Source: an optimization exercise on an open RTL-to-GDS flow (aim: small area, a short achievable clock period and few clock cycles per item). Production flows keep margins and buffers that such runs may drop. In this exercise RTL edits were held to simulation tests only and were not proved equivalent to the original.

[config.mk]
export PLATFORM = sky130hd
export DESIGN_NAME = ex_top
export DESIGN_NICKNAME = ex_top
export VERILOG_FILES = /design/flow/design.v
export SDC_FILE = /design/flow/constraint.sdc
export NUM_CORES = 4
export LEC_CHECK = 0
export CAP_MARGIN = 20
export CORE_MARGIN = 2
export CORE_UTILIZATION = 40
export SLEW_MARGIN = 20
[constraint.sdc]
create_clock -name core_clock -period 13.0 [get_ports {clk}]
set_input_delay 2.6000 -clock core_clock [delete_from_list [all_inputs] [get_ports {clk}]]
set_output_delay 2.6000 -clock core_clock [all_outputs]
set_load 0.01 [all_outputs]
[design.v]
package ex_pkg;
  localparam int unsigned XLEN    = 32;
  localparam int unsigned RADDR_W = 5;
  typedef enum logic [3:0] {
    OP_ADD   = 4'd0,
    OP_SUB   = 4'd1,
    OP_AND   = 4'd2,
    OP_OR    = 4'd3,
    OP_XOR   = 4'd4,
    OP_SLL   = 4'd5,
    OP_SRL   = 4'd6,
    OP_SRA   = 4'd7,
    OP_SLT   = 4'd8,
    OP_SLTU  = 4'd9,
    OP_MUL   = 4'd10,
    OP_MULH  = 4'd11,
    OP_MULHU = 4'd12,
    OP_CLROV = 4'd13
  } op_field_e;
  typedef enum logic [3:0] {
    ALU_NOP,
    ALU_ADD,
    ALU_SUB,
    ALU_AND,
    ALU_OR,
    ALU_XOR,
    ALU_SLL,
    ALU_SRL,
    ALU_SRA,
    ALU_SLT,
    ALU_SLTU
  } alu_op_e;
  typedef enum logic [1:0] {
    MUL_LO,
    MUL_HSS,
    MUL_HUU
  } mul_op_e;
endpackage
module ex_decoder
(
  input  logic [3:0] op_i,
  output logic       mul_o,     
  output logic       mh_o,      
  output logic       mhu_o,     
  output logic       sum_o,     
  output logic       sub_o,     
  output logic       ovf_o,     
  output logic       and_o,
  output logic       or_o,
  output logic       xor_o,
  output logic       sll_o,
  output logic       srl_o,     
  output logic       sra_o,
  output logic       slt_o,
  output logic       sltu_o,
  output logic       clr_o,     
  output logic       ill_o      
);
  always_comb begin
    mul_o  = (op_i == 4'd10) | (op_i == 4'd11) | (op_i == 4'd12);
    mh_o   = (op_i == 4'd11);
    mhu_o  = (op_i == 4'd12);
    sum_o  = (op_i == 4'd0) | (op_i == 4'd1);
    sub_o  = (op_i == 4'd1) | (op_i == 4'd8) | (op_i == 4'd9);
    ovf_o  = (op_i == 4'd0) | (op_i == 4'd1);
    and_o  = (op_i == 4'd2);
    or_o   = (op_i == 4'd3);
    xor_o  = (op_i == 4'd4);
    sll_o  = (op_i == 4'd5);
    srl_o  = (op_i == 4'd6) | (op_i == 4'd7);
    sra_o  = (op_i == 4'd7);
    slt_o  = (op_i == 4'd8);
    sltu_o = (op_i == 4'd9);
    clr_o  = (op_i == 4'd13);
    ill_o  = (op_i == 4'd14) | (op_i == 4'd15);
  end
endmodule
module ex_alu
(
  input  logic [31:0] a_i,
  input  logic [31:0] b_i,
  input  logic        cin_i,     
  input  logic        sum_i,
  input  logic        sub_i,
  input  logic        ovf_i,
  input  logic        and_i,
  input  logic        or_i,
  input  logic        xor_i,
  input  logic        sll_i,
  input  logic        srl_i,
  input  logic        sra_i,
  input  logic        slt_i,
  input  logic        sltu_i,
  output logic [31:0] result_o,
  output logic        overflow_o
);
  logic [31:0] b_x;
  logic [31:0] sum;
  logic        cout;
  logic        lt_s, lt_u;
  logic [31:0] a_rev, sh_in, sh_out, sh_rev;
  logic        sh_fill;
  assign b_x = b_i ^ {32{sub_i}};
  ex_add i_add (
    .a_i    (a_i),
    .b_i    (b_x),
    .cin_i  (sub_i | cin_i),
    .sum_o  (sum),
    .cout_o (cout)
  );
  assign overflow_o = ovf_i & (a_i[31] == b_x[31]) & (sum[31] != a_i[31]);
  assign lt_u = ~cout;
  assign lt_s = (a_i[31] != b_i[31]) ? a_i[31] : sum[31];
  always_comb begin
    for (int i = 0; i < 32; i++) a_rev[i] = a_i[31-i];
  end
  assign sh_in   = sll_i ? a_rev : a_i;
  assign sh_fill = sra_i & a_i[31];
  assign sh_out  = $unsigned($signed({sh_fill, sh_in}) >>> b_i[4:0]);
  always_comb begin
    for (int i = 0; i < 32; i++) sh_rev[i] = sh_out[31-i];
  end
  assign result_o = ({32{sum_i}} & sum) |
                    ({32{and_i}} & (a_i & b_i)) |
                    ({32{or_i}}  & (a_i | b_i)) |
                    ({32{xor_i}} & (a_i ^ b_i)) |
                    ({32{sll_i}} & sh_rev) |
                    ({32{srl_i}} & sh_out) |
                    {31'd0, (slt_i & lt_s) | (sltu_i & lt_u)};
endmodule
module ex_add
(
  input  logic [31:0] a_i,
  input  logic [31:0] b_i,
  input  logic        cin_i,
  output logic [31:0] sum_o,
  output logic        cout_o
);
  logic [31:0] p, g, gp, pp;
  always_comb begin
    p  = a_i ^ b_i;
    g  = a_i & b_i;
    gp = g;
    pp = p;
    gp[0] = g[0] | (p[0] & cin_i);
    for (int l = 0; l < 5; l++) begin
      for (int i = (2 << l) - 1; i < 32; i += (2 << l)) begin
        gp[i] = gp[i] | (pp[i] & gp[i - (1 << l)]);
        pp[i] = pp[i] & pp[i - (1 << l)];
      end
    end
    for (int l = 3; l >= 0; l--) begin
      for (int i = 3 * (1 << l) - 1; i < 32; i += (2 << l)) begin
        gp[i] = gp[i] | (pp[i] & gp[i - (1 << l)]);
        pp[i] = pp[i] & pp[i - (1 << l)];
      end
    end
    sum_o  = p ^ {gp[30:0], cin_i};
    cout_o = gp[31];
  end
endmodule
module ex_mult
#(
  parameter int unsigned K    = 8,
  parameter int unsigned CORR = 0    
) (
  input  logic [33:0]    hs_i,      
  input  logic [33:0]    hc_i,
  input  logic           cin_i,     
  input  logic [31:0]    a_i,       
  input  logic           a_sgn_i,   
  input  logic [K/2-1:0] one_i,     
  input  logic [K/2-1:0] two_i,     
  input  logic [K/2-1:0] neg_i,     
  input  logic           corr_i,    
  output logic [33:0]    hs_o,
  output logic [33:0]    hc_o,
  output logic           cout_o,
  output logic [K-1:0]   l_o        
);
  localparam int W = K + 34;
  localparam int D = K / 2;
  localparam int N = D + 3 + CORR;    
  localparam logic [W-1:0] ROWS   = W'(64'h4_0000_0000 * ((64'd1 << (2 * D)) - 64'd1) / 64'd3);
  localparam logic [W-1:0] KCONST = W'(64'h2_0000_0000 * ((64'd1 << K) - 64'd1)) - ROWS;
  function automatic integer count_at(input integer lvl);
    integer n, i;
    begin
      n = N;
      for (i = 0; i < lvl; i = i + 1) n = 2 * (n / 3) + (n % 3);
      count_at = n;
    end
  endfunction
  function automatic integer levels(input integer dummy);
    integer n, i, l;
    begin
      n = N;
      l = 0;
      for (i = 0; i < 16; i = i + 1) begin
        if (n > 2) begin
          n = 2 * (n / 3) + (n % 3);
          l = l + 1;
        end
      end
      levels = l;
    end
  endfunction
  localparam int L = levels(0);
  logic [32:0]  a_x;
  logic [W-1:0] ops [L+1][N];
  logic [W-1:0] negk;
  assign a_x = {a_sgn_i & a_i[31], a_i};
  genvar j;
  generate
    for (j = 0; j < D; j++) begin : g_row
      logic [34:0] mag, v;
      assign mag = ({35{one_i[j]}} & {a_x[32], a_x[32], a_x}) |
                   ({35{two_i[j]}} & {a_x[32], a_x, 1'b0});
      assign v   = mag ^ {35{neg_i[j]}};
      assign ops[0][j] = W'({~v[34], v[33:0]}) << (2 * j);
    end
  endgenerate
  always_comb begin
    negk = KCONST;
    for (int i = 0; i < D; i++) negk[2*i] = neg_i[i];
  end
  assign ops[0][D]   = W'(hs_i);
  assign ops[0][D+1] = W'(hc_i);
  assign ops[0][D+2] = negk;
  generate
    if (CORR != 0) begin : g_corr
      assign ops[0][D+3] = W'({(corr_i ? a_x : 33'd0), {K{1'b0}}});
    end
  endgenerate
  genvar l, g;
  generate
    for (l = 0; l < L; l++) begin : g_lvl
      localparam int NI = count_at(l);
      localparam int NG = NI / 3;
      for (g = 0; g < NG; g++) begin : g_csa
        logic [W-1:0] x, y, z;
        assign x = ops[l][3*g];
        assign y = ops[l][3*g+1];
        assign z = ops[l][3*g+2];
        assign ops[l+1][2*g]   = x ^ y ^ z;
        assign ops[l+1][2*g+1] = {((x[W-2:0] & y[W-2:0]) | (x[W-2:0] & z[W-2:0]) | (y[W-2:0] & z[W-2:0])), 1'b0};
      end
      for (g = 3 * NG; g < NI; g++) begin : g_pass
        assign ops[l+1][2*NG + g - 3*NG] = ops[l][g];
      end
      for (g = count_at(l + 1); g < N; g++) begin : g_zero
        assign ops[l+1][g] = '0;
      end
    end
  endgenerate
  logic [K:0] low;
  assign low    = {1'b0, ops[L][0][K-1:0]} + {1'b0, ops[L][1][K-1:0]} + {{K{1'b0}}, cin_i};
  assign l_o    = low[K-1:0];
  assign cout_o = low[K];
  assign hs_o   = ops[L][0][W-1:K];
  assign hc_o   = ops[L][1][W-1:K];
endmodule
module ex_top
#(
  parameter int unsigned K = 12
) (
  input  logic               clk,
  input  logic               rst_n,
  input  logic               issue_valid_i,
  output logic               issue_ready_o,
  input  ex_pkg::op_field_e          issue_op_i,
  input  logic [ex_pkg::RADDR_W-1:0] issue_rd_i,
  input  logic [ex_pkg::XLEN-1:0]    issue_a_i,
  input  logic [ex_pkg::XLEN-1:0]    issue_b_i,
  output logic               wb_valid_o,
  input  logic               wb_ready_i,
  output logic [ex_pkg::RADDR_W-1:0] wb_rd_o,
  output logic               wb_we_o,
  output logic [ex_pkg::XLEN-1:0]    wb_data_o,
  output logic               wb_illegal_o,
  output logic               ovf_o,
  output logic               mul_busy_o
);
  localparam int unsigned S    = (32 + K - 1) / K;
  localparam int unsigned E    = S * K - 32;
  localparam int unsigned D    = K / 2;
  localparam int unsigned CW   = (S > 1) ? $clog2(S) : 1;
  localparam int unsigned CORR = (E == 0) ? 1 : 0;
  logic          rdy_q;      
  logic          ld_q;       
  logic          v1_q;
  logic [4:0]    rd1_q;
  logic [31:0]   a1_q;
  logic [31:0]   b1_q;
  logic          c_mul, c_mh, c_mhu, c_sum, c_sub, c_ovf, c_and, c_or, c_xor;
  logic          c_sll, c_srl, c_sra, c_slt, c_sltu, c_clr, c_ill;
  logic [D-1:0]  bo_q, bt_q, bn_q;    
  logic          cin_q;
  logic [CW-1:0] cnt_q;
  logic          last_q;              
  logic          hv_q, hwe_q, hill_q, ovf_q;
  logic [4:0]    hrd_q;
  logic [31:0]   hd_q;
  logic          sv_q, swe_q, sill_q, sf_q;
  logic [4:0]    srd_q;
  logic [31:0]   sd_q;
  logic [33:0]   hs_q, hc_q;
  logic          spec_q;
  logic          busy_q;
  logic i_mul, i_mh, i_mhu, i_sum, i_sub, i_ovf, i_and, i_or, i_xor;
  logic i_sll, i_srl, i_sra, i_slt, i_sltu, i_clr, i_ill;
  ex_decoder i_dec (
    .op_i   (issue_op_i),
    .mul_o  (i_mul),
    .mh_o   (i_mh),
    .mhu_o  (i_mhu),
    .sum_o  (i_sum),
    .sub_o  (i_sub),
    .ovf_o  (i_ovf),
    .and_o  (i_and),
    .or_o   (i_or),
    .xor_o  (i_xor),
    .sll_o  (i_sll),
    .srl_o  (i_srl),
    .sra_o  (i_sra),
    .slt_o  (i_slt),
    .sltu_o (i_sltu),
    .clr_o  (i_clr),
    .ill_o  (i_ill)
  );
  logic [31:0] alu_res;
  logic        alu_ovf;
  logic        alu_flag;
  logic        c_we;
  ex_alu i_alu (
    .a_i        (a1_q),
    .b_i        (b1_q),
    .cin_i      (cin_q),
    .sum_i      (c_sum),
    .sub_i      (c_sub),
    .ovf_i      (c_ovf),
    .and_i      (c_and),
    .or_i       (c_or),
    .xor_i      (c_xor),
    .sll_i      (c_sll),
    .srl_i      (c_srl),
    .sra_i      (c_sra),
    .slt_i      (c_slt),
    .sltu_i     (c_sltu),
    .result_o   (alu_res),
    .overflow_o (alu_ovf)
  );
  assign alu_flag = ~c_clr & (alu_ovf | spec_q);
  assign c_we     = ~c_clr & ~c_ill;
  logic [33:0]   hs_new, hc_new;
  logic          cout;
  logic [K-1:0]  l_new;
  logic [31:0]   lo_word;
  ex_mult #(.K(K), .CORR(CORR)) i_mult (
    .hs_i    (hs_q),
    .hc_i    (hc_q),
    .cin_i   (cin_q),
    .a_i     (a1_q),
    .a_sgn_i (c_mh),
    .one_i   (bo_q),
    .two_i   (bt_q),
    .neg_i   (bn_q),
    .corr_i  (c_mhu & last_q & b1_q[K-1]),
    .hs_o    (hs_new),
    .hc_o    (hc_new),
    .cout_o  (cout),
    .l_o     (l_new)
  );
  assign lo_word = {l_new[K-E-1:0], b1_q[31:K-E]};
  logic [31:0] fin_a, fin_b;
  generate
    if (E == 0) begin : g_fin
      assign fin_a = hs_new[31:0];
      assign fin_b = hc_new[31:0];
    end else begin : g_fin_ext
      assign fin_a = {hs_new[31-E:0], l_new[K-1:K-E]};
      assign fin_b = {hc_new[31-E:0], {E{cout}}};
    end
  endgenerate
  logic [K-1:0] nx_chunk;
  logic         nx_low;
  logic [D-1:0] nx_one, nx_two, nx_neg;
  generate
    if (E == 0) begin : g_noext
      assign nx_chunk = ld_q ? issue_b_i[K-1:0] : b1_q[2*K-1:K];
    end else begin : g_ext
      logic ext;
      assign ext      = c_mh & b1_q[31-K*(S-2)];
      assign nx_chunk = ld_q ? issue_b_i[K-1:0] :
                        (cnt_q == CW'(S - 2)) ? {{E{ext}}, b1_q[31-K*(S-2):K]} :
                                                b1_q[2*K-1:K];
    end
  endgenerate
  assign nx_low = ~ld_q & b1_q[K-1];
  always_comb begin
    for (int j = 0; j < D; j++) begin
      logic x2, x1, x0;
      x2 = nx_chunk[2*j+1];
      x1 = nx_chunk[2*j];
      x0 = (j == 0) ? nx_low : nx_chunk[2*j-1];
      nx_one[j] = x1 ^ x0;
      nx_two[j] = (x2 & ~x1 & ~x0) | (~x2 & x1 & x0);
      nx_neg[j] = x2 & ~(x1 & x0);
    end
  end
  logic [31:0] res;
  logic        c_lo, res_v, res_go, head_free, mul_go, fin_hi;
  assign c_lo      = ~c_mh & ~c_mhu;
  assign res       = alu_res | ({32{c_mul & last_q}} & lo_word);
  assign res_v     = v1_q & (~c_mul | (last_q & c_lo));
  assign res_go    = res_v & ~sv_q;
  assign head_free = ~hv_q | wb_ready_i;
  assign mul_go    = v1_q & c_mul & ~(last_q & c_lo & sv_q);
  assign fin_hi    = v1_q & c_mul & last_q & ~c_lo;
  logic          v1_d, sv_d, mul_d, lo_d, fin_d;
  logic [CW-1:0] cnt_d;
  assign v1_d  = ld_q ? issue_valid_i : (v1_q & ~res_go);
  assign mul_d = ld_q ? i_mul : (c_mul & ~fin_hi);
  assign lo_d  = ld_q ? (~i_mh & ~i_mhu) : c_lo;
  assign cnt_d = mul_go ? (last_q ? '0 : cnt_q + 1'b1) : cnt_q;
  assign fin_d = mul_d & lo_d & (cnt_d == CW'(S - 1)) & ~sv_d;
  assign sv_d  = ~head_free & (sv_q | res_go);
  always_ff @(posedge clk or negedge rst_n) begin
    if (!rst_n) begin
      rdy_q   <= 1'b1;
      ld_q    <= 1'b1;
      v1_q    <= 1'b0;
      cnt_q   <= '0;
      last_q  <= 1'b0;
      hv_q    <= 1'b0;
      sv_q    <= 1'b0;
      ovf_q   <= 1'b0;
      spec_q  <= 1'b0;
      busy_q  <= 1'b0;
    end else begin
      v1_q    <= v1_d;
      cnt_q   <= cnt_d;
      last_q  <= (cnt_d == CW'(S - 1));
      sv_q    <= sv_d;
      busy_q  <= v1_d & mul_d;
      rdy_q   <= ~v1_d | (~mul_d & ~sv_d) | fin_d;
      ld_q    <= ~v1_d | ~(mul_d | sv_d) | (mul_d & lo_d & ~sv_d & (cnt_d == CW'(S - 1)));
      if (res_go) spec_q <= alu_flag;
      if (head_free) begin
        hv_q  <= sv_q | res_v;
        ovf_q <= sv_q ? sf_q : (res_v ? alu_flag : spec_q);
      end
    end
  end
  always_ff @(posedge clk) begin
    if (ld_q) begin
      rd1_q  <= issue_rd_i;
      a1_q   <= issue_a_i;
      b1_q   <= issue_b_i;
      cin_q  <= 1'b0;
      c_mul  <= i_mul;
      c_mh   <= i_mh;
      c_mhu  <= i_mhu;
      c_sum  <= i_sum;
      c_sub  <= i_sub;
      c_ovf  <= i_ovf;
      c_and  <= i_and;
      c_or   <= i_or;
      c_xor  <= i_xor;
      c_sll  <= i_sll;
      c_srl  <= i_srl;
      c_sra  <= i_sra;
      c_slt  <= i_slt;
      c_sltu <= i_sltu;
      c_clr  <= i_clr;
      c_ill  <= i_ill;
    end else if (fin_hi) begin
      a1_q   <= fin_a;
      b1_q   <= fin_b;
      cin_q  <= cout;
      c_mul  <= 1'b0;
      c_sum  <= 1'b1;
    end else if (mul_go) begin
      b1_q   <= {l_new, b1_q[31:K]};
      cin_q  <= cout;
    end
    if (ld_q | mul_go) begin
      bo_q <= nx_one;
      bt_q <= nx_two;
      bn_q <= nx_neg;
    end
    if (mul_go & ~last_q) begin
      hs_q <= hs_new;
      hc_q <= hc_new;
    end else if (mul_go | ~v1_q | ~c_mul | ~last_q) begin
      hs_q <= 34'h2_0000_0000;
      hc_q <= '0;
    end
  end
  always_ff @(posedge clk) begin
    if (head_free) begin
      if (sv_q) begin
        hd_q   <= sd_q;
        hrd_q  <= srd_q;
        hwe_q  <= swe_q;
        hill_q <= sill_q;
      end else begin
        hd_q   <= res;
        hrd_q  <= rd1_q;
        hwe_q  <= c_mul | c_we;
        hill_q <= ~c_mul & c_ill;
      end
    end
    if (res_go) begin
      sd_q   <= res;
      srd_q  <= rd1_q;
      swe_q  <= c_mul | c_we;
      sill_q <= ~c_mul & c_ill;
      sf_q   <= alu_flag;
    end
  end
  assign issue_ready_o = rdy_q;
  assign wb_valid_o    = hv_q;
  assign wb_rd_o       = hrd_q;
  assign wb_we_o       = hwe_q;
  assign wb_data_o     = hd_q;
  assign wb_illegal_o  = hill_q;
  assign ovf_o         = ovf_q;
  assign mul_busy_o    = busy_q;
endmodule
[run.sh]
#!/bin/bash
# synth_recipe.tcl (not shown) runs the flow's synth.tcl, then flattens the netlist and writes it again
# the make line also repeats each setting of config.mk as NAME=value (left out here)
make -C /OpenROAD-flow-scripts/flow DESIGN_CONFIG=/design/flow/config.mk WORK_HOME=/design/flow/orfs CLKGATE_MAP_FILE= SYNTH_SCRIPT=/design/flow/synth_recipe.tcl finish
==> metrics.cfg, run 1 <==
[run_status]
status = no timing/DRC/antenna violations

[sta]
rsz0062_at_grt = no
setup_viol = 0
fin_crit_sh_pct = 44.8
tightest_slew_ns = 1.17
fin_crit_ns = 5.82
slew-limit-headroom_pct = 21.8
fin_skew_ns = 0.0147
fmax_mhz = 172
fin_setup_tns_ns = 0
hold_viol = 0
hold_slack_ns = 0.445
maxSlewViolCount = 0

[synthesis]
yosysSeqAreaShare_pct = 29.2
synth_warnings = 6
synth_top_area_share_pct = 28.1
synth_area_leader_cell = edfxtp_1
synth_cell_types = 70
postSynthAreaPerCell_um2 = 10.4
syn_area_um2 = 26700
ys_dominant_reg_cell = edfxtp_1
async_flop_share_pct = 4.20
yosys_register_bits = 262
synth_edf_count = 250
synth_nets = 3040
synth_most_common_cell = inv_1
synth_common_cells = inv_1 (330), edfxtp_1 (250), fa_1 (216)
syn_inst = 2571
synth.area.top_cells = edfxtp_1 (28%), fa_1 (16%), ha_1 (8.2%), a22oi_1 (5.7%), inv_1 (4.6%)

[place]
port_buffers = 119
place_area_um2 = 28600
dpl.hpwl_mm = 68.0
place.gp.congestion = 0.965

[finish]
design_area_um2 = 29700
post-route-util_pct = 45.1
syn_to_final_growth_pct = 11.3
drive_gt1_share_pct = 9.75
nets = 3041

[clocking]
cts_sinks = 262
clk_latency_ns = 0.61
ctsResizeCount = 0
cts_root_buf = clkbuf_16
numCtsBuffers = 31
cts_tree = done
clk_path_buf_depth = 3
clkTransAtPathRegs_ns = 0.06
hold_buffers = 0
postCtsSetupBuffers = 0
ctsHtreeMaxLevel = 1

[critical_path]
crit_arrival_ns = 6.18
endpoint_kind = register
start_kind = register
critical_path_class = reg -> reg
rr_worst_depth = 20
rrSetupSlack_ns = 7.18
required_ns = 13.35
critPathMaxFanout = 33

[detailed_routing]
drc = 0
vias_per_cell = 5.98
vias = 20690
firstDrtPassIters = 6
ant_nets = 0
routed_wl_mm = 93.8
drtIter0Drc = 2522
wl_per_cell_um = 27.1

[grt]
antenna_found_initial = 5
grt_usage_pct = 27.1
grt_pass1_wl_mm = 140
grt_pass1_vias = 20780
grt_max_degree = 77
grt.overflow.total = 0

[run]
timing.max_cap.violations = 0

[floorplan]
fp.dieH_um = 262
core_um2 = 66000
die_area_um2 = 68900
start_util_pct = 40.5
rows = 94
dieWidth_um = 262
pin_count = 120

[min_path]
min_path_type = reg -> reg
hold_depth = 0

[kinds of logic (layout without fill, tap and decap cells)]
kind of cell | Yosys count | after routing | share of synthesized area, %
AO/OA/AOI/OAI | 527 | 527 | 13.5
XOR/XNOR | 262 | 262 | 8.59
adder cells (fa/ha/maj) | 392 | 392 | 24.4
buffers and inverters | 550 | 574 | 7.98
flip-flops | 262 | 262 | 29.2
multiplexers | 202 | 202 | 9.74
other | 0 | 3 | 0
AND/OR/NAND/NOR | 376 | 376 | 6.49
[critical path, stage by stage, from the launching register on]
cell and delay, ns:
edfxtp_1 0.36, buf_4 0.30, or2_2 0.37, fa_1 0.43, fa_1 0.47, a211oi_1 0.35, o211ai_1 0.19, a21o_1 0.25
a221o_1 0.38, a31o_2 0.25, nor2_1 0.17, nor2_1 0.12, a211oi_1 0.32, fa_1 0.30, xor2_1 0.23, o21ai_0 0.12
a221oi_1 0.24, o211ai_1 0.13, a21oi_1 0.16, o21ai_0 0.13, mux2_2 0.28
[layout make-up]
cell class | count | area, um^2
antenna | 3 | 7.51
clock buffer | 37 | 798
clock inverter | 19 | 186
fill | 6086 | 36300
inverter | 332 | 1250
multi-input combinational | 1759 | 16800
sequential | 262 | 7810
tap | 864 | 1080
timing repair buffer | 186 | 1800
[path summary, 6_finish.rpt]
kind	startpoint	end
worst min-delay path	rd1_q[4]	srd_q[4]
max in group asynchronous	rst_n	rdy_q
worst max-delay path	c_sub	hd_q[0]
worst max register to register	c_sub	hd_q[0]
worst min register to register	rd1_q[4]	srd_q[4]
min in group asynchronous	rst_n	sv_q
[registers in the layout, indices dropped and copies added (netlist names), 2 cells and up]
signal / count
hc_q: 34
srd_q: 5
bt_q: 6
a1_q: 32
hs_q: 34
hd_q: 32
bn_q: 6
rd1_q: 5
sd_q: 32
hrd_q: 5
cnt_q: 2
bo_q: 6
b1_q: 32
[stage by stage]
step	setup WS, ns	instances
after floorplan	7.67	2571
after global placement	7.33	3395
after detailed placement	7.22	3397
after CTS	7.17	3453
after global routing	6.84	3461
final	7.18	3462
[placed cells by master (no fill, tap or decap), types with 8 or more instances in the layout]
master,count
nand2_1,161
a211oi_1,10
ha_1,176
xor2_1,139
mux2i_1,76
dfrtp_1,9
edfxtp_1,250
a21oi_1,64
a221oi_1,8
a31oi_1,16
inv_1,329
xnor2_1,123
nor3_1,12
and2_1,63
buf_4,59
fa_1,216
nand2b_1,10
o21ai_0,101
clkbuf_16,31
nand3_1,15
o211ai_1,24
a221o_1,11
clkdlybuf4s50_1,119
mux2_2,84
nor2_1,77
a21o_1,19
a22oi_1,201
mux4_2,33
[metal layers]
layer / global-route usage (%) / share of wire [%] / vias up / routed length, um
li1: - / - / 8864 / -
met1: 39.7 / 43 / 10521 / 40100
met2: 40.2 / 43 / 1117 / 40600
met3: 4.70 / 10 / 182 / 9640
met4: 9.20 / 3.6 / 6 / 3370
met5: 0 / 0.063 / - / 59
Testbench counts, summed over its fixed seeds: cycles 27,123, items 16,000.
==> run 2: changes to the inputs <==
--- a/design.v
+++ b/design.v
@@ -97,4 +97,5 @@
   logic [31:0] b_x;
   logic [31:0] sum;
+  logic [31:0] p, g;
   logic        cout;
   logic        lt_s, lt_u;
@@ -107,5 +108,7 @@
     .cin_i  (sub_i | cin_i),
     .sum_o  (sum),
-    .cout_o (cout)
+    .cout_o (cout),
+    .p_o    (p),
+    .g_o    (g)
   );
   assign overflow_o = ovf_i & (a_i[31] == b_x[31]) & (sum[31] != a_i[31]);
@@ -122,7 +125,6 @@
   end
   assign result_o = ({32{sum_i}} & sum) |
-                    ({32{and_i}} & (a_i & b_i)) |
-                    ({32{or_i}}  & (a_i | b_i)) |
-                    ({32{xor_i}} & (a_i ^ b_i)) |
+                    ({32{and_i | or_i}} & g) |
+                    ({32{xor_i | or_i}} & p) |
                     ({32{sll_i}} & sh_rev) |
                     ({32{srl_i}} & sh_out) |
@@ -135,5 +137,7 @@
   input  logic        cin_i,
   output logic [31:0] sum_o,
-  output logic        cout_o
+  output logic        cout_o,
+  output logic [31:0] p_o,       
+  output logic [31:0] g_o        
 );
   logic [31:0] p, g, gp, pp;
@@ -158,4 +162,6 @@
     sum_o  = p ^ {gp[30:0], cin_i};
     cout_o = gp[31];
+    p_o    = p;
+    g_o    = g;
   end
 endmodule
@@ -298,5 +304,5 @@
   logic          cin_q;
   logic [CW-1:0] cnt_q;
-  logic          last_q;              
+  logic          first_q, last_q;     
   logic          hv_q, hwe_q, hill_q, ovf_q;
   logic [4:0]    hrd_q;
@@ -416,5 +422,5 @@
   assign res_go    = res_v & ~sv_q;
   assign head_free = ~hv_q | wb_ready_i;
-  assign mul_go    = v1_q & c_mul & ~(last_q & c_lo & sv_q);
+  assign mul_go    = v1_q & c_mul & ~(first_q & sv_q);
   assign fin_hi    = v1_q & c_mul & last_q & ~c_lo;
   logic          v1_d, sv_d, mul_d, lo_d, fin_d;
@@ -424,5 +430,5 @@
   assign lo_d  = ld_q ? (~i_mh & ~i_mhu) : c_lo;
   assign cnt_d = mul_go ? (last_q ? '0 : cnt_q + 1'b1) : cnt_q;
-  assign fin_d = mul_d & lo_d & (cnt_d == CW'(S - 1)) & ~sv_d;
+  assign fin_d = mul_d & lo_d & (cnt_d == CW'(S - 1));
   assign sv_d  = ~head_free & (sv_q | res_go);
   always_ff @(posedge clk or negedge rst_n) begin
@@ -432,4 +438,5 @@
       v1_q    <= 1'b0;
       cnt_q   <= '0;
+      first_q <= 1'b1;
       last_q  <= 1'b0;
       hv_q    <= 1'b0;
@@ -441,9 +448,10 @@
       v1_q    <= v1_d;
       cnt_q   <= cnt_d;
+      first_q <= (cnt_d == '0);
       last_q  <= (cnt_d == CW'(S - 1));
       sv_q    <= sv_d;
       busy_q  <= v1_d & mul_d;
       rdy_q   <= ~v1_d | (~mul_d & ~sv_d) | fin_d;
-      ld_q    <= ~v1_d | ~(mul_d | sv_d) | (mul_d & lo_d & ~sv_d & (cnt_d == CW'(S - 1)));
+      ld_q    <= ~v1_d | ~(mul_d | sv_d) | (mul_d & lo_d & (cnt_d == CW'(S - 1)) & ~sv_d);
       if (res_go) spec_q <= alu_flag;
       if (head_free) begin
@@ -493,5 +501,5 @@
       hs_q <= hs_new;
       hc_q <= hc_new;
-    end else if (mul_go | ~v1_q | ~c_mul | ~last_q) begin
+    end else begin
       hs_q <= 34'h2_0000_0000;
       hc_q <= '0;
==> flow/run.sh (new file) <==
#!/bin/bash
# Standard layout, with timing repair aimed below the clock period
set -e
export SETUP_SLACK_MARGIN=8
bash standard.sh > standard.log 2>&1
==> standard.sh (new file) <==
#!/bin/bash
# synth_recipe.tcl (not shown) runs the flow's synth.tcl, then flattens the netlist and writes it again
# the make line also repeats each setting of config.mk as NAME=value (left out here)
make -C /OpenROAD-flow-scripts/flow DESIGN_CONFIG=/design/flow/config.mk WORK_HOME=/design/flow/orfs CLKGATE_MAP_FILE= SYNTH_SCRIPT=/design/flow/synth_recipe.tcl "${@:-finish}"
removed: run.sh
==> run 2 against run 1 <==
  * Critical path type unchanged
  * Clock-buffer cell count rose by 7
  * Synthesized area fell by 7.9%
  * Die area fell by 7.8%
  * Critical endpoint is now b1_q[29]
  * Sequential cell count rose by 1
  * First-iteration DRC count fell by 17%
  * Register-to-register slack improved by 0.87 ns
  * Highest routed layer is now met4
==> metrics.cfg, run 2 <==
[run_status]
status = no timing/DRC/antenna violations

[critical_path]
critPathMaxFanout = 5
crit_arrival_ns = 5.25
cp_top_family = adder cells
cp_cell_sequence = buf_6 > a22oi_2 > xor2_1 > fa_1 > inv_2 > fa_1 > inv_2 > fa_1 > fa_1 > inv_2 > ha_4 > nand3_2 > nand2_1 > a41o_1 > o41a_1 > xnor2_2 > mux2i_1 > mux2_4
cpPeakStageDelay_ns = 0.56
rr_worst_depth = 18
crit_path_top_delay_cell = fa_1
cpMostUsedCell = fa_1
r2r-end = b1_q[29]
r2r-start = bo_q[2]
rrSetupSlack_ns = 8.05
required_ns = 13.30
endpoint_kind = register
cp_num_buf_inv = 4
critical_path_class = reg -> reg
start_kind = register

[place]
place_inst = 3129
place_area_um2 = 26400
dpl.hpwl_mm = 63.2
dp_slack_ns = 7.18
port_buffers = 119
place.gp.congestion = 0.912

[synthesis]
synth_common_cells = inv_1 (279), fa_1 (216), a22oi_1 (200)
yosys_register_bits = 263
synth_edf_count = 182
yosysSeqAreaShare_pct = 29.1
syn_inst = 2371
synth.area.top_cells = edfxtp_1 (22%), fa_1 (18%), a22oi_1 (6.1%), ha_1 (5.8%), dfxtp_1 (5.6%)
synth_top_area_share_pct = 22.2
syn_area_um2 = 24600
ys_dominant_reg_cell = edfxtp_1
synth_warnings = 6
synth_cell_types = 73
postSynthAreaPerCell_um2 = 10.4
synth_area_leader_cell = edfxtp_1
synth_most_common_cell = inv_1
async_flop_share_pct = 4.56
synth_nets = 2778

[clocking]
clk_latency_ns = 0.56
cts_sinks = 263
numCtsBuffers = 34
hold_buffers = 0
clkTransAtPathRegs_ns = 0.06
cts_root_buf = clkbuf_16
ctsHtreeMaxLevel = 2
clk_path_buf_depth = 3
cts_tree = done

[floorplan]
dieWidth_um = 252
start_util_pct = 40.6
fp.dieH_um = 252
pin_count = 120
die_area_um2 = 63500
core_um2 = 60600
rows = 90

[run]
timing.max_cap.violations = 0

[finish]
final_common_cell = inv_1
drive_gt1_share_pct = 13.4
nets = 2852
design_area_um2 = 28300
final_cell_mix = inv_1 (274), fa_1 (214), a22oi_1 (193), edfxtp_1 (182), nand2_1 (143)
syn_to_final_growth_pct = 15.0
top_regs = hc_q: 34 flops, hs_q: 34 flops
fin_cells = 3254

[grt]
grt_usage_pct = 27.0
grt_pass1_vias = 19293
grt.overflow.total = 0
grt_pass1_wl_mm = 126
grt_max_degree = 69
antenna_found_initial = 0

[sta]
tightest_slew_ns = 1.25
rsz0062_at_grt = yes
maxSlewViolCount = 0
hold_viol = 0
slew-limit-headroom_pct = 16.2
layout_setup_ws_ns = 8.05
setup_viol = 0
fmax_mhz = 202
fin_setup_tns_ns = 0
fin_crit_ns = 4.95
fin_crit_sh_pct = 38.1
fin_skew_ns = 0.0182

[min_path]
hold_depth = 0
min_path_type = reg -> reg
hold_path_end = srd_q[1]
hold_start = rd1_q[1]

[detailed_routing]
drtIter0Drc = 2081
wl_per_cell_um = 26.5
drc = 0
vias_per_cell = 5.92
ant_nets = 0
firstDrtPassIters = 6
routed_wl_mm = 86.1
vias = 19273

run 2: changes by cell type in the layout (fill, tap and decap cells not counted), sizes merged, moves of 8 or more:
cell / change
a222oi: +8
dfxtp: +68
xnor2: -9
mux4: +11
mux2i: -35
inv: -50
buf: +43
o21ai: -16
o211ai: -16
ha: -62
edfxtp: -68
nand2: -17
mux2: -13
run 2: what timing repair did:
item	in CTS	in global routing
gates resized for setup	12	62
setup buffers	44	18
pin swaps	2	21
endpoints found under the setup margin	30	21
run 2: how the worst max path moves through the flow:
stage | start | endpoint | cells past startpoint
finish | bo_q[2] | b1_q[29] | 18
global route | bo_q[2] | b1_q[2] | 17
CTS | a1_q[3] | b1_q[0] | 16
detailed placement | bt_q[1] | hd_q[30] | 17
global placement | bt_q[1] | hd_q[30] | 17
floorplan | bn_q[2] | b1_q[0] | 16
run 2: layout make-up:
class	count	area, um^2
inverter	286	1070
timing repair buffer	229	2110
multi-input combinational	1631	15900
sequential	263	7150
antenna	2	5.00
fill	5559	32300
clock buffer	44	940
tap	782	978
clock inverter	17	135
run 2: cells by family (layout without fill, tap and decap cells):
family / after synthesis / count (layout) / synth area share, %
adder cells (fa/ha/maj): 331 / 331 / 23.4
buffers and inverters: 477 / 576 / 7.44
flip-flops: 263 / 263 / 29.1
multiplexers: 165 / 165 / 9.59
AO/OA/AOI/OAI: 513 / 513 / 14.6
XOR/XNOR: 254 / 254 / 9.04
other: 0 / 2 / 0
AND/OR/NAND/NOR: 368 / 368 / 6.89
run 2: worst reg2reg max path, cell delays in order (launching register included):
cell and delay (ns):
edfxtp_1 0.47, buf_6 0.17, a22oi_2 0.13, xor2_1 0.11, fa_1 0.56, inv_2 0.04
fa_1 0.52, inv_2 0.05, fa_1 0.47, fa_1 0.51, inv_2 0.05, ha_4 0.23
nand3_2 0.06, nand2_1 0.04, a41o_1 0.23, o41a_1 0.44, xnor2_2 0.25, mux2i_1 0.11
mux2_4 0.27
run 2: through the flow:
step / hold WS [ns] / util (%)
2_1_floorplan: 0.422 / -
3_3_place_gp: 0.430 / 43.6
3_5_place_dp: 0.436 / 43.6
4_1_cts: 0.450 / 46.0
5_1_grt: 0.466 / 46.7
6_report: 0.447 / 46.7
run 2: per-layer routing:
metal	wire [um]	up-vias	share of wire (%)	GRT usage [%]
met5	0	-	0	0
met2	36700	1022	43	39.2
met1	36500	9734	42	37.9
met4	3230	0	3.8	9.97
li1	-	8367	-	-
met3	9740	150	11	8.08
Testbench counts of run 2, summed over its fixed seeds: cycles 27,123, items 16,000.
==> run 3: changes to the inputs <==
==> flow/run.sh (replaced) <==
#!/bin/bash
# The standard layout (standard.sh, unchanged synthesis), with timing
# repair aimed below the clock period and plain buffers on the ports.
set -e
export SETUP_SLACK_MARGIN=9
export BUFFER_PORTS_ARGS="-buffer_cell sky130_fd_sc_hd__buf_2"
bash standard.sh > standard.log 2>&1
--- a/config.mk
+++ b/config.mk
@@ -9,3 +9,4 @@
 export CORE_MARGIN = 2
 export CORE_UTILIZATION = 40
+export CTS_BUF_LIST = sky130_fd_sc_hd__clkbuf_8
 export SLEW_MARGIN = 20
==> run 3 against run 2 <==
  * Synthesized area is the same
  * Register-to-register slack improved by 0.06 ns
  * Design area grew 4.8%
  * Global-route usage up 0.84 points
  * Critical path depth down 1
  * Non-clock buffer count is 111 higher
  * Worst setup slack improved by 0.061 ns
  * Via count rose by 4.7%
  * Still clean
  * Highest routed layer is now met5
==> metrics.cfg, run 3 <==
[run_status]
status = no timing/DRC/antenna violations

[finish]
syn_to_final_growth_pct = 20.6
final_common_cell = inv_1
nets = 2979
drive_gt1_share_pct = 27.4
final_cell_mix = inv_1 (284), fa_1 (189), edfxtp_1 (182), a22oi_1 (181), buf_4 (156)
fin_cells = 3397
design_area_um2 = 29700
top_regs = hc_q: 34 flops, hs_q: 34 flops

[sta]
slew-limit-headroom_pct = 31.6
hold_viol = 0
fmax_mhz = 204
fin_crit_ns = 4.89
rsz0062_at_grt = yes
tightest_slew_ns = 1.03
setup_viol = 0
fin_skew_ns = 0.0549
fin_crit_sh_pct = 37.6
hold_slack_ns = 0.445
maxSlewViolCount = 0
fin_setup_tns_ns = 0

[clocking]
cts_tree = done
numCtsBuffers = 50
clkTransAtPathRegs_ns = 0.08
cts_sinks = 263
clk_latency_ns = 0.70
clk_path_buf_depth = 3
ctsHtreeMaxLevel = 2
cts_root_buf = clkbuf_8

[synthesis]
synth_nets = 2778
postSynthAreaPerCell_um2 = 10.4
yosysSeqAreaShare_pct = 29.1
ys_dominant_reg_cell = edfxtp_1
synth_most_common_cell = inv_1
synth_top_area_share_pct = 22.2
synth_warnings = 6
async_flop_share_pct = 4.56
synth_common_cells = inv_1 (279), fa_1 (216), a22oi_1 (200)
syn_inst = 2371
synth_edf_count = 182
yosys_register_bits = 263
synth_area_leader_cell = edfxtp_1
synth_cell_types = 73
syn_area_um2 = 24600
synth.area.top_cells = edfxtp_1 (22%), fa_1 (18%), a22oi_1 (6.1%), ha_1 (5.8%), dfxtp_1 (5.6%)

[detailed_routing]
wl_per_cell_um = 26.4
ant_nets = 0
drtIter0Drc = 2218
vias = 20186
routed_wl_mm = 89.7
drc = 0
firstDrtPassIters = 6
vias_per_cell = 5.94

[grt]
antenna_found_initial = 5
grt_pass1_vias = 19927
grt_usage_pct = 27.8
grt.overflow.total = 0
grt_max_degree = 87
grt_pass1_wl_mm = 131

[min_path]
hold_depth = 0
min_path_type = reg -> reg
hold_path_end = srd_q[1]
hold_start = rd1_q[1]

[place]
place_area_um2 = 26000
place.gp.congestion = 0.958
place_inst = 3131
port_buffers = 119
dpl.hpwl_mm = 62.3

[critical_path]
rr_worst_depth = 17
endpoint_kind = register
r2r-start = bt_q[1]
r2r-end = b1_q[31]
start_kind = register
critPathMaxFanout = 6
required_ns = 13.39
rrSetupSlack_ns = 8.11
crit_arrival_ns = 5.29
critical_path_class = reg -> reg

[floorplan]
core_um2 = 60600
fp.dieH_um = 252
die_area_um2 = 63500
pin_count = 120
start_util_pct = 40.6
dieWidth_um = 252
rows = 90

[run]
timing.max_cap.violations = 0

[run 3: cell counts after synthesis]
No cell type changed its count.
[run 3: timing repair]
item	CTS	global route
cloned	2	1
pin swaps	81	67
hold buffers	0	0
resized for setup	173	120
setup endpoints to repair	142	94
buffers inserted	134	33
[run 3: cell families after synthesis]
logic type / Yosys count / share of synthesized area (%)
xor gates and xnor gates: 254 / 9.04
buffers and inverters: 477 / 7.44
DFF: 263 / 29.1
and+or+nand+nor: 368 / 6.89
muxes: 165 / 9.59
AOI/OAI and AO/OA: 513 / 14.6
adders and majority gates: 331 / 23.4
[run 3: worst max-delay path by stage]
stage / from / endpoint / slack, ns / cells past startpoint
final: bt_q[1] / b1_q[31] / 8.11 / 17
after global routing: a1_q[5] / b1_q[0] / 7.98 / 16
after CTS: a1_q[1] / b1_q[29] / 8.18 / 17
after detailed placement: bt_q[1] / hd_q[30] / 7.53 / 17
after global placement: bt_q[2] / b1_q[29] / 7.44 / 17
after floorplan: a1_q[1] / b1_q[29] / 8.32 / 18
[run 3: area by class of cell]
cell class	count	area [um^2]
tap	782	978
fill	5549	30900
inverter	286	1070
timing repair buffer	340	2690
clock buffer	55	757
clock inverter	39	269
multi-input combinational	1631	16700
antenna	1	2.50
sequential	263	7150
[run 3: critical path, cell delays in order, from the launching register on]
cell,delay [ns]
edfxtp_1,0.45
buf_12,0.17
a22oi_2,0.21
xor2_2,0.10
fa_1,0.48
inv_1,0.05
fa_1,0.48
inv_1,0.06
fa_2,0.53
fa_1,0.42
inv_2,0.08
ha_4,0.21
buf_4,0.15
a41o_1,0.21
o41a_1,0.43
a31oi_1,0.22
xor2_1,0.22
o21ai_1,0.09
[run 3: routing by layer]
layer | share of wire, % | up-vias | track usage [%]
met1 | 41 | 10160 | 38.8
met2 | 43 | 1183 | 40.6
met4 | 4.0 | 2 | 9.92
met3 | 12 | 208 | 8.65
met5 | 0.016 | - | 0
li1 | - | 8633 | -
[run 3: stage by stage]
step | setup WS [ns] | utilization, %
4_1_cts | 8.18 | 47.6
2_1_floorplan | 8.32 | -
6_report | 8.11 | 49.0
3_3_place_gp | 7.44 | 42.8
5_1_grt | 7.98 | 49.0
3_5_place_dp | 7.53 | 42.9
==> run 4: changes to the inputs <==
==> flow/run.sh (replaced) <==
#!/bin/bash
# The standard layout (standard.sh, unchanged synthesis), with timing
# repair aimed below the clock period and plain buffers on the ports.
set -e
export SETUP_SLACK_MARGIN=8
export BUFFER_PORTS_ARGS="-buffer_cell sky130_fd_sc_hd__buf_2"
bash standard.sh > standard.log 2>&1
==> run 4 against run 3 <==
  * Clock skew fell by 0.018 ns
  * Wire length fell by 4.4%
  * Worst setup slack got worse by 0.012 ns
  * Highest routed layer unchanged
==> metrics.cfg, run 4 <==
[sta]
fin_skew_ns = 0.0368
rsz0062_at_grt = yes
hold_viol = 0
layout_setup_ws_ns = 8.10
fmax_mhz = 204
tightest_slew_ns = 1.10
fin_crit_ns = 4.90
slew-limit-headroom_pct = 26.9
maxSlewViolCount = 0
fin_crit_sh_pct = 37.7
fin_setup_tns_ns = 0
setup_viol = 0

[synthesis]
async_flop_share_pct = 4.56
synth_fa_ha_area_share_pct = 23.4
syn_inst = 2371
synth_nets = 2778
synth_common_cells = inv_1 (279), fa_1 (216), a22oi_1 (200)
synthMuxAreaShare_pct = 9.59
syn_area_um2 = 24600
postSynthAreaPerCell_um2 = 10.4
synth_warnings = 6
synth_cell_types = 73
synth_most_common_cell = inv_1
synth_xor_area_share_pct = 9.04
synth_edf_count = 182
yosysSeqAreaShare_pct = 29.1
synth.area.top_cells = edfxtp_1 (22%), fa_1 (18%), a22oi_1 (6.1%), ha_1 (5.8%), dfxtp_1 (5.6%)
yosys_register_bits = 263
synth_top_family_by_area = adder cells
ys_dominant_reg_cell = edfxtp_1
synth_area_leader_cell = edfxtp_1
synthSimpleGateAreaFrac_pct = 6.89
synth_top_area_share_pct = 22.2
synth_compound_area_share_pct = 14.6

[detailed_routing]
firstDrtPassIters = 6
routed_wl_mm = 85.7
drc = 0
wl_per_cell_um = 26.2
vias = 19360
drtIter0Drc = 2362
ant_nets = 0
vias_per_cell = 5.91

[clocking]
cts_sinks = 263
ctsHtreeMaxLevel = 2
clk_latency_ns = 0.67
numCtsBuffers = 49
clkTransAtPathRegs_ns = 0.07
clk_path_buf_depth = 3
cts_root_buf = clkbuf_8
cts_tree = done
hold_buffers = 0

[critical_path]
critPathMaxFanout = 8
start_kind = register
crit_path_top_delay_cell = fa_1
cp_cell_sequence = buf_12 > a22oi_2 > xor2_2 > fa_1 > inv_2 > fa_1 > inv_1 > fa_1 > fa_1 > inv_2 > ha_4 > nand3_1 > nand2_1 > a41o_1 > o41a_1 > xnor2_1 > mux2i_1 > mux2_2
cpMostUsedCell = fa_1
cpPeakStageDelay_ns = 0.55
required_ns = 13.42
critical_path_class = reg -> reg
endpoint_kind = register
crit_arrival_ns = 5.32

[finish]
top_regs = hc_q: 34 flops, hs_q: 34 flops
nFillCells = 5718
final_cell_mix = inv_1 (286), fa_1 (214), a22oi_1 (198), edfxtp_1 (182), nand2_1 (144)
drive_gt1_share_pct = 18.0
final_common_cell = inv_1
syn_to_final_growth_pct = 12.1
nets = 2858
fin_cells = 3274

[place]
place_inst = 3130
place.gp.congestion = 0.981
dp_slack_ns = 7.32
port_buffers = 119
dpl.hpwl_mm = 61.3

[floorplan]
core_um2 = 60600
pin_count = 120
rows = 90
die_area_um2 = 63500
start_util_pct = 40.6
fp.dieH_um = 252
dieWidth_um = 252

[run]
timing.max_cap.violations = 0

[run_status]
status = no timing/DRC/antenna violations

[grt]
grt_pass1_vias = 19277
antenna_found_initial = 5
grt.overflow.total = 0
grt_usage_pct = 26.9
grt_pass1_wl_mm = 126
grt_max_degree = 69

[min_path]
min_path_type = reg -> reg

-- run 4: worst paths after layout --
check | from | end | slack, ns | cells after the start
worst max-delay path | bt_q[0] | b1_q[29] | 8.10 | 18
worst min-delay path | rd1_q[0] | srd_q[0] | 0.46 | 0
worst max register to register | bt_q[0] | b1_q[29] | 8.10 | 18
worst min register to register | rd1_q[0] | srd_q[0] | 0.46 | 0
max in group asynchronous | rst_n | first_q | 10.91 | 1
min in group asynchronous | rst_n | busy_q | 1.81 | 1
-- run 4: cell families (layout without fill, tap and decap cells) --
| logic type | Yosys count | in the layout |
|---|---|---|
| other | 0 | 3 |
| buffers and inverters | 477 | 595 |
| multiplexers | 165 | 165 |
| XOR/XNOR | 254 | 254 |
| AND/OR/NAND/NOR | 368 | 368 |
| adder cells (fa/ha/maj) | 331 | 331 |
| flip-flops | 263 | 263 |
| AO/OA/AOI/OAI | 513 | 513 |
-- run 4: critical path, delay by kind of cell, from the launching register on --
family          cells  cell delay [ns]
buf+inv             4             0.31
flops               1             0.43
mux                 2             0.38
fa+ha+maj           5             2.27
simple gates        2             0.16
xor+xnor            2             0.30
compound gates      3             0.80
-- run 4: per-stage QoR --
stage | util, % | cell area (um^2) | hold WS, ns
2_1_floorplan | - | 24600 | 0.422
3_3_place_gp | 42.6 | 25800 | 0.430
3_5_place_dp | 42.6 | 25800 | 0.439
4_1_cts | 44.9 | 27200 | 0.454
5_1_grt | 45.5 | 27600 | 0.472
6_report | 45.5 | 27600 | 0.455
-- run 4: layer usage --
| layer | global-route usage (%) | up-vias | part of all wire, % |
|---|---|---|---|
| met4 | 9.03 | 2 | 3.5 |
| met2 | 39.1 | 1077 | 43 |
| met1 | 38.0 | 9727 | 42 |
| met5 | 0 | - | 0.015 |
| met3 | 8.19 | 155 | 12 |
| li1 | - | 8399 | - |
-- run 4: layout make-up --
cell class | count | area [um^2] | area share [%]
antenna | 3 | 7.51 | 0.0272
clock buffer | 59 | 812 | 2.95
clock inverter | 30 | 265 | 0.962
inverter | 286 | 1070 | 3.89
multi-input combinational | 1631 | 15800 | 57.2
sequential | 263 | 7150 | 25.9
tap | 782 | 978 | 3.55
timing repair buffer | 220 | 1500 | 5.45
-- run 4: what timing repair did --
item,in CTS,in global routing
gates resized for setup,15,36
hold endpoints to repair,0,0
cloned,0,3
pin swaps,0,10
setup buffers,34,15
endpoints found under the setup margin,28,14
==> run 5: changes to the inputs <==
--- a/config.mk
+++ b/config.mk
@@ -8,5 +8,6 @@
 export CAP_MARGIN = 20
 export CORE_MARGIN = 2
-export CORE_UTILIZATION = 40
+export CORE_UTILIZATION = 55
 export CTS_BUF_LIST = sky130_fd_sc_hd__clkbuf_8
+export PLACE_DENSITY = 0.8
 export SLEW_MARGIN = 20
==> run 5 against run 4 <==
  * Still clean
  * Non-clock buffer count up 17
  * Global-route usage increased by 7.9 points
  * Clock-buffer cell count fell by 10
  * Design area is 0.78% lower
  * Utilization is 16 points higher
  * Final cell count decreased by 5.4%
  * Via count is 3.7% higher
  * Hold slack got worse by 0.0055 ns
  * Fmax fell by 1.1%
  * First-iteration DRC count up 34%
==> metrics.cfg, run 5 <==
[run_status]
status = no timing/DRC/antenna violations

[synthesis]
synth.area.top_cells = edfxtp_1 (22%), fa_1 (18%), a22oi_1 (6.1%), ha_1 (5.8%), dfxtp_1 (5.6%)
synth_cell_types = 73
synth_common_cells = inv_1 (279), fa_1 (216), a22oi_1 (200)
synth_warnings = 6
syn_area_um2 = 24600
yosysSeqAreaShare_pct = 29.1
synth_nets = 2778
yosys_register_bits = 263
async_flop_share_pct = 4.56
syn_inst = 2371
synth_area_leader_cell = edfxtp_1
synth_most_common_cell = inv_1
synth_top_area_share_pct = 22.2
ys_dominant_reg_cell = edfxtp_1
postSynthAreaPerCell_um2 = 10.4
synth_edf_count = 182

[clocking]
clk_path_buf_depth = 3
clk_latency_ns = 0.66
cts_tree = done
clkTransAtPathRegs_ns = 0.07
ctsHtreeMaxLevel = 2
cts_root_buf = clkbuf_8
numCtsBuffers = 47
cts_sinks = 263

[sta]
tightest_slew_ns = 1.15
maxSlewViolCount = 0
setup_viol = 0
fin_setup_tns_ns = 0
layout_setup_ws_ns = 8.04
fin_crit_ns = 4.96
fin_crit_sh_pct = 38.1
fin_skew_ns = 0.0276
slew-limit-headroom_pct = 23.3
hold_viol = 0
rsz0062_at_grt = yes
fmax_mhz = 202

[detailed_routing]
ant_nets = 0
firstDrtPassIters = 9
wl_per_cell_um = 26.6
wl_met3_mm = 12.5
drtIter0Drc = 3157
routed_wl_mm = 82.3
wl_met2_mm = 35.0
wl_met1_mm = 30.9
drc = 0
vias = 20082
routed.top_layer = met4
vias_per_cell = 6.48

[critical_path]
critical_path_class = reg -> reg
required_ns = 13.41
cpMostUsedCell = fa_1
critPathMaxFanout = 7
crit_path_top_delay_cell = edfxtp_1
start_kind = register
cp_top_family = adder cells
cpPeakStageDelay_ns = 0.53
endpoint_kind = register
cp_cell_sequence = buf_4 > buf_6 > a22oi_1 > xnor2_1 > fa_1 > inv_1 > fa_1 > fa_1 > fa_1 > inv_1 > ha_2 > a21o_1 > a41o_1 > a21o_1 > a21oi_2 > nor3_1 > a221o_1
crit_arrival_ns = 5.37
cp_num_buf_inv = 4

[finish]
top_regs = hc_q: 34 flops, hs_q: 34 flops
drive_gt1_share_pct = 18.4
syn_to_final_growth_pct = 11.2
final_common_cell = inv_1
antenna_cells = 0
nets = 2873
final_cell_mix = inv_1 (292), fa_1 (215), a22oi_1 (192), edfxtp_1 (182), nand2_1 (144)

[place]
place.gp.congestion = 1.02
port_buffers = 119
dp_slack_ns = 7.32
dpl.hpwl_mm = 58.5

[floorplan]
pin_count = 120
die_area_um2 = 46400
core_um2 = 44200
fp.dieH_um = 216
start_util_pct = 55.6
dieWidth_um = 216
rows = 77

[grt]
antenna_found_initial = 1
grt_pass1_vias = 19599
grt_max_degree = 65
grt_usage_pct = 34.8
grt.overflow.total = 0
grt_pass1_wl_mm = 122

[min_path]
min_path_type = reg -> reg

[run]
timing.max_cap.violations = 0

run 5: changes by cell type in the layout (fill, tap and decap cells not counted), sizes merged:
cell	previous run	this run
clkbuf	63	52
buf	216	234
diode	3	0
clkinv	17	18
bufinv	4	5
inv	295	299
clkinvlp	0	3
run 5: stage by stage:
stage	utilization (%)	std cells	cell area [um^2]	hold slack, ns
2_1_floorplan	-	2371	24600	0.422
3_3_place_gp	57.6	2928	25500	0.428
3_5_place_dp	57.6	2928	25500	0.438
4_1_cts	60.8	3060	26900	0.448
5_1_grt	61.9	3097	27400	0.458
6_report	61.9	3097	27400	0.450
run 5: path summary, 6_finish.rpt:
kind | start | to | slack, ns | cells after the start
hold reg to reg | rd1_q[0] | srd_q[0] | 0.45 | 0
setup / recovery | bt_q[0] | b1_q[2] | 8.04 | 17
min in group asynchronous | rst_n | cnt_q[0] | 1.81 | 1
max in group asynchronous | rst_n | first_q | 10.90 | 1
setup reg to reg | bt_q[0] | b1_q[2] | 8.04 | 17
hold / removal | rd1_q[0] | srd_q[0] | 0.45 | 0
run 5: layout make-up:
| cell class | count | area [um^2] |
|---|---|---|
| tap | 592 | 741 |
| sequential | 263 | 7150 |
| clock inverter | 39 | 324 |
| multi-input combinational | 1631 | 15800 |
| timing repair buffer | 237 | 1620 |
| inverter | 286 | 1070 |
| clock buffer | 49 | 674 |
| fill | 3546 | 16900 |
run 5: routing by layer:
| layer | vias up | GRT usage [%] |
|---|---|---|
| li1 | 8418 | - |
| met1 | 9865 | 47.6 |
| met2 | 1520 | 50.2 |
| met3 | 279 | 12.7 |
| met4 | 0 | 14.1 |
| met5 | - | 0 |
run 5: kinds of logic after synthesis:
family          synth area share, %
compound gates                 14.6
xor+xnor                       9.04
fa+ha+maj                      23.4
buf+inv                        7.44
flops                          29.1
mux                            9.59
simple gates                   6.89
run 5: what timing repair did:
item / CTS / global route
cloned: 0 / 3
pin swaps: 2 / 15
hold buffers: 0 / 0
setup buffers: 44 / 34
gates resized for setup: 9 / 37
endpoints found under the setup margin: 29 / 19
==> run 6: changes to the inputs <==
--- a/flow/run.sh
+++ b/flow/run.sh
@@ -4,4 +4,4 @@
 set -e
 export SETUP_SLACK_MARGIN=8
-export BUFFER_PORTS_ARGS="-buffer_cell sky130_fd_sc_hd__buf_2"
+export BUFFER_PORTS_ARGS="-buffer_cell sky130_fd_sc_hd__buf_1"
 bash standard.sh > standard.log 2>&1
--- a/config.mk
+++ b/config.mk
@@ -6,8 +6,7 @@
 export NUM_CORES = 4
 export LEC_CHECK = 0
-export CAP_MARGIN = 20
+export CAP_MARGIN = 0
 export CORE_MARGIN = 2
-export CORE_UTILIZATION = 55
+export CORE_UTILIZATION = 40
 export CTS_BUF_LIST = sky130_fd_sc_hd__clkbuf_8
-export PLACE_DENSITY = 0.8
-export SLEW_MARGIN = 20
+export SLEW_MARGIN = 0
==> run 6 against run 5 <==
  * Still clean
  * Wire length is 4.2% higher
  * Synthesized cell count stayed put
  * Clock-buffer cell count is 3 higher
  * Sequential cell count stayed put
  * Via count is 2.8% lower
  * Register-to-register slack worse by 0.04 ns
  * Critical path type unchanged
==> metrics.cfg, run 6 <==
[floorplan]
rows = 90
fp.dieH_um = 252
pin_count = 120
dieWidth_um = 252
core_um2 = 60600
die_area_um2 = 63500
start_util_pct = 40.6

[synthesis]
yosysSeqAreaShare_pct = 29.1
synth_area_leader_cell = edfxtp_1
synth_edf_count = 182
syn_inst = 2371
synth_top_area_share_pct = 22.2
synth.area.top_cells = edfxtp_1 (22%), fa_1 (18%), a22oi_1 (6.1%), ha_1 (5.8%), dfxtp_1 (5.6%)
synth_compound_area_share_pct = 14.6
postSynthAreaPerCell_um2 = 10.4
synth_warnings = 6
async_flop_share_pct = 4.56
ys_dominant_reg_cell = edfxtp_1
synth_common_cells = inv_1 (279), fa_1 (216), a22oi_1 (200)
synth_most_common_cell = inv_1
syn_area_um2 = 24600
synth_cell_types = 73
synth_top_family_by_area = adder cells
synth_nets = 2778
synthSimpleGateAreaFrac_pct = 6.89
synthMuxAreaShare_pct = 9.59
yosys_register_bits = 263
synth_xor_area_share_pct = 9.04
synth_fa_ha_area_share_pct = 23.4

[finish]
drive_gt1_share_pct = 13.9
syn_to_final_growth_pct = 11.5
fin_cells = 3281
nFillCells = 5665
nets = 2867
post-route-util_pct = 45.3
top_regs = hc_q: 34 flops, hs_q: 34 flops
final_cell_mix = inv_1 (286), fa_1 (213), a22oi_1 (192), edfxtp_1 (182), nand2_1 (143)
final_common_cell = inv_1
design_area_um2 = 27400

[sta]
fin_crit_sh_pct = 38.5
fmax_mhz = 200
tightest_slew_ns = 1.14
slew-limit-headroom_pct = 24.1
setup_viol = 0
hold_viol = 0
fin_setup_tns_ns = 0
maxSlewViolCount = 0
hold_slack_ns = 0.447
layout_setup_ws_ns = 8.00
fin_crit_ns = 5.00
rsz0062_at_grt = yes
fin_skew_ns = 0.0453

[critical_path]
rr_worst_depth = 18
start_kind = register
critical_path_class = reg -> reg
critPathMaxFanout = 5
endpoint_kind = register
crit_arrival_ns = 5.41
rrSetupSlack_ns = 8.00
required_ns = 13.41

[detailed_routing]
drc = 0
drtIter0Drc = 2195
wl_per_cell_um = 26.1
routed_wl_mm = 85.8
vias_per_cell = 5.95
vias = 19510
firstDrtPassIters = 9
ant_nets = 0

[clocking]
numCtsBuffers = 48
ctsHtreeMaxLevel = 2
clk_path_buf_depth = 3
clkTransAtPathRegs_ns = 0.07
hold_buffers = 0
cts_tree = done
clk_latency_ns = 0.68
cts_sinks = 263
cts_root_buf = clkbuf_8

[grt]
grt_pass1_vias = 19307
grt_pass1_wl_mm = 127
grt_max_degree = 75
antenna_found_initial = 4
grt.overflow.total = 0
grt_usage_pct = 26.9

[place]
port_buffers = 119
dp_slack_ns = 7.20
place_area_um2 = 25700
place.gp.congestion = 0.963
place_inst = 3129
dpl.hpwl_mm = 61.1

[min_path]
hold_depth = 0
min_path_type = reg -> reg

[run_status]
status = no timing/DRC/antenna violations

[run]
timing.max_cap.violations = 0

run 6: cell counts after synthesis:
Identical to the previous run, type by type.
run 6: logic make-up (layout without fill, tap and decap cells):
| logic type | count (synthesis) | in the layout |
|---|---|---|
| AOI/OAI and AO/OA | 513 | 513 |
| muxes | 165 | 165 |
| adders and majority gates | 331 | 331 |
| other | 0 | 2 |
| and+or+nand+nor | 368 | 368 |
| xor gates and xnor gates | 254 | 254 |
| DFF | 263 | 263 |
| buffers and inverters | 477 | 603 |
run 6: worst max-delay path, stage by stage, from the launching register on:
cell and delay, ns:
edfxtp_1 0.46, buf_4 0.19, a22oi_2 0.18, xor2_1 0.25
fa_1 0.49, inv_1 0.09, fa_1 0.41, inv_1 0.08
fa_2 0.44, fa_1 0.52, inv_2 0.05, ha_4 0.26
nand3_2 0.06, nand2_1 0.05, a41o_1 0.23, o41a_1 0.37
xnor2_2 0.22, mux2i_1 0.12, mux2_4 0.26
run 6: final cells by class:
class                   instances  area [um^2]  area share [%]
diodes                          2         5.00          0.0182
clock buffers                  52          716            2.61
clock inverters                35          258           0.940
inverters                     286         1070            3.91
multi-input cells            1631        15800            57.8
flip-flops and latches        263         7150            26.1
well taps                     782          978            3.57
repair buffers                230         1400            5.10
run 6: path summary, 6_finish.rpt:
check | to | from
min | srd_q[1] | rd1_q[1]
max reg2reg | b1_q[29] | bt_q[1]
max in group asynchronous | spec_q | rst_n
max | b1_q[29] | bt_q[1]
min in group asynchronous | busy_q | rst_n
min reg2reg | srd_q[1] | rd1_q[1]
run 6: routing by layer:
layer	GRT usage (%)	wire (um)	vias up
li1	-	-	8412
met1	38.4	36200	9710
met2	38.4	36300	1226
met3	7.78	10200	162
met4	9.99	3050	0
met5	0	0	-
run 6: what timing repair did:
| action | in CTS | in global routing |
|---|---|---|
| gates resized for setup | 15 | 48 |
| pin swaps | 4 | 13 |
| setup endpoints to repair | 27 | 19 |
| buffers inserted | 43 | 19 |
| gates cloned | 0 | 1 |

[port drivers added, routing unchanged]
The results above use ideal ports. As a check the final layouts listed here were re-extracted and re-timed, cells and wires unchanged. Step 1 assumes that a clkbuf_16 drives the clock port and a buf_2 every other input. Step 2, shift: input delay + t, output delay - t, t = (earliest + latest rising clock arrival at the registers) / 2. This alone moves slack from input paths to output paths. Three values: ideal ports, drivers, drivers and shift; two values: the first two.
run | shift t [ns] | setup slack, ns | hold WS [ns] | worst data-port slew with drivers (ns) | pins driven straight from the clock port
run 1 | 0.663 | 7.176 / 7.176 / 7.176 | 0.445 / 0.445 / 0.445 | 0.08 | 1
run 2 | 0.614 | 8.048 / 8.048 / 8.048 | 0.447 / 0.447 / 0.447 | 0.06 | 1
run 3 | 0.734 | 8.108 / 8.108 / 8.108 | 0.445 / 0.445 / 0.445 | 0.05 | 1
run 4 | 0.706 | 8.096 / 8.096 / 8.096 | 0.455 / 0.455 / 0.455 | 0.06 | 1
run 5 | 0.700 | 8.043 / 8.043 / 8.043 | 0.450 / 0.450 / 0.450 | 0.06 | 1
run 6 | 0.720 | 8.000 / 8.000 / 8.000 | 0.447 / 0.447 / 0.447 | 0.06 | 1
After both steps setup and hold are still met in every run listed.
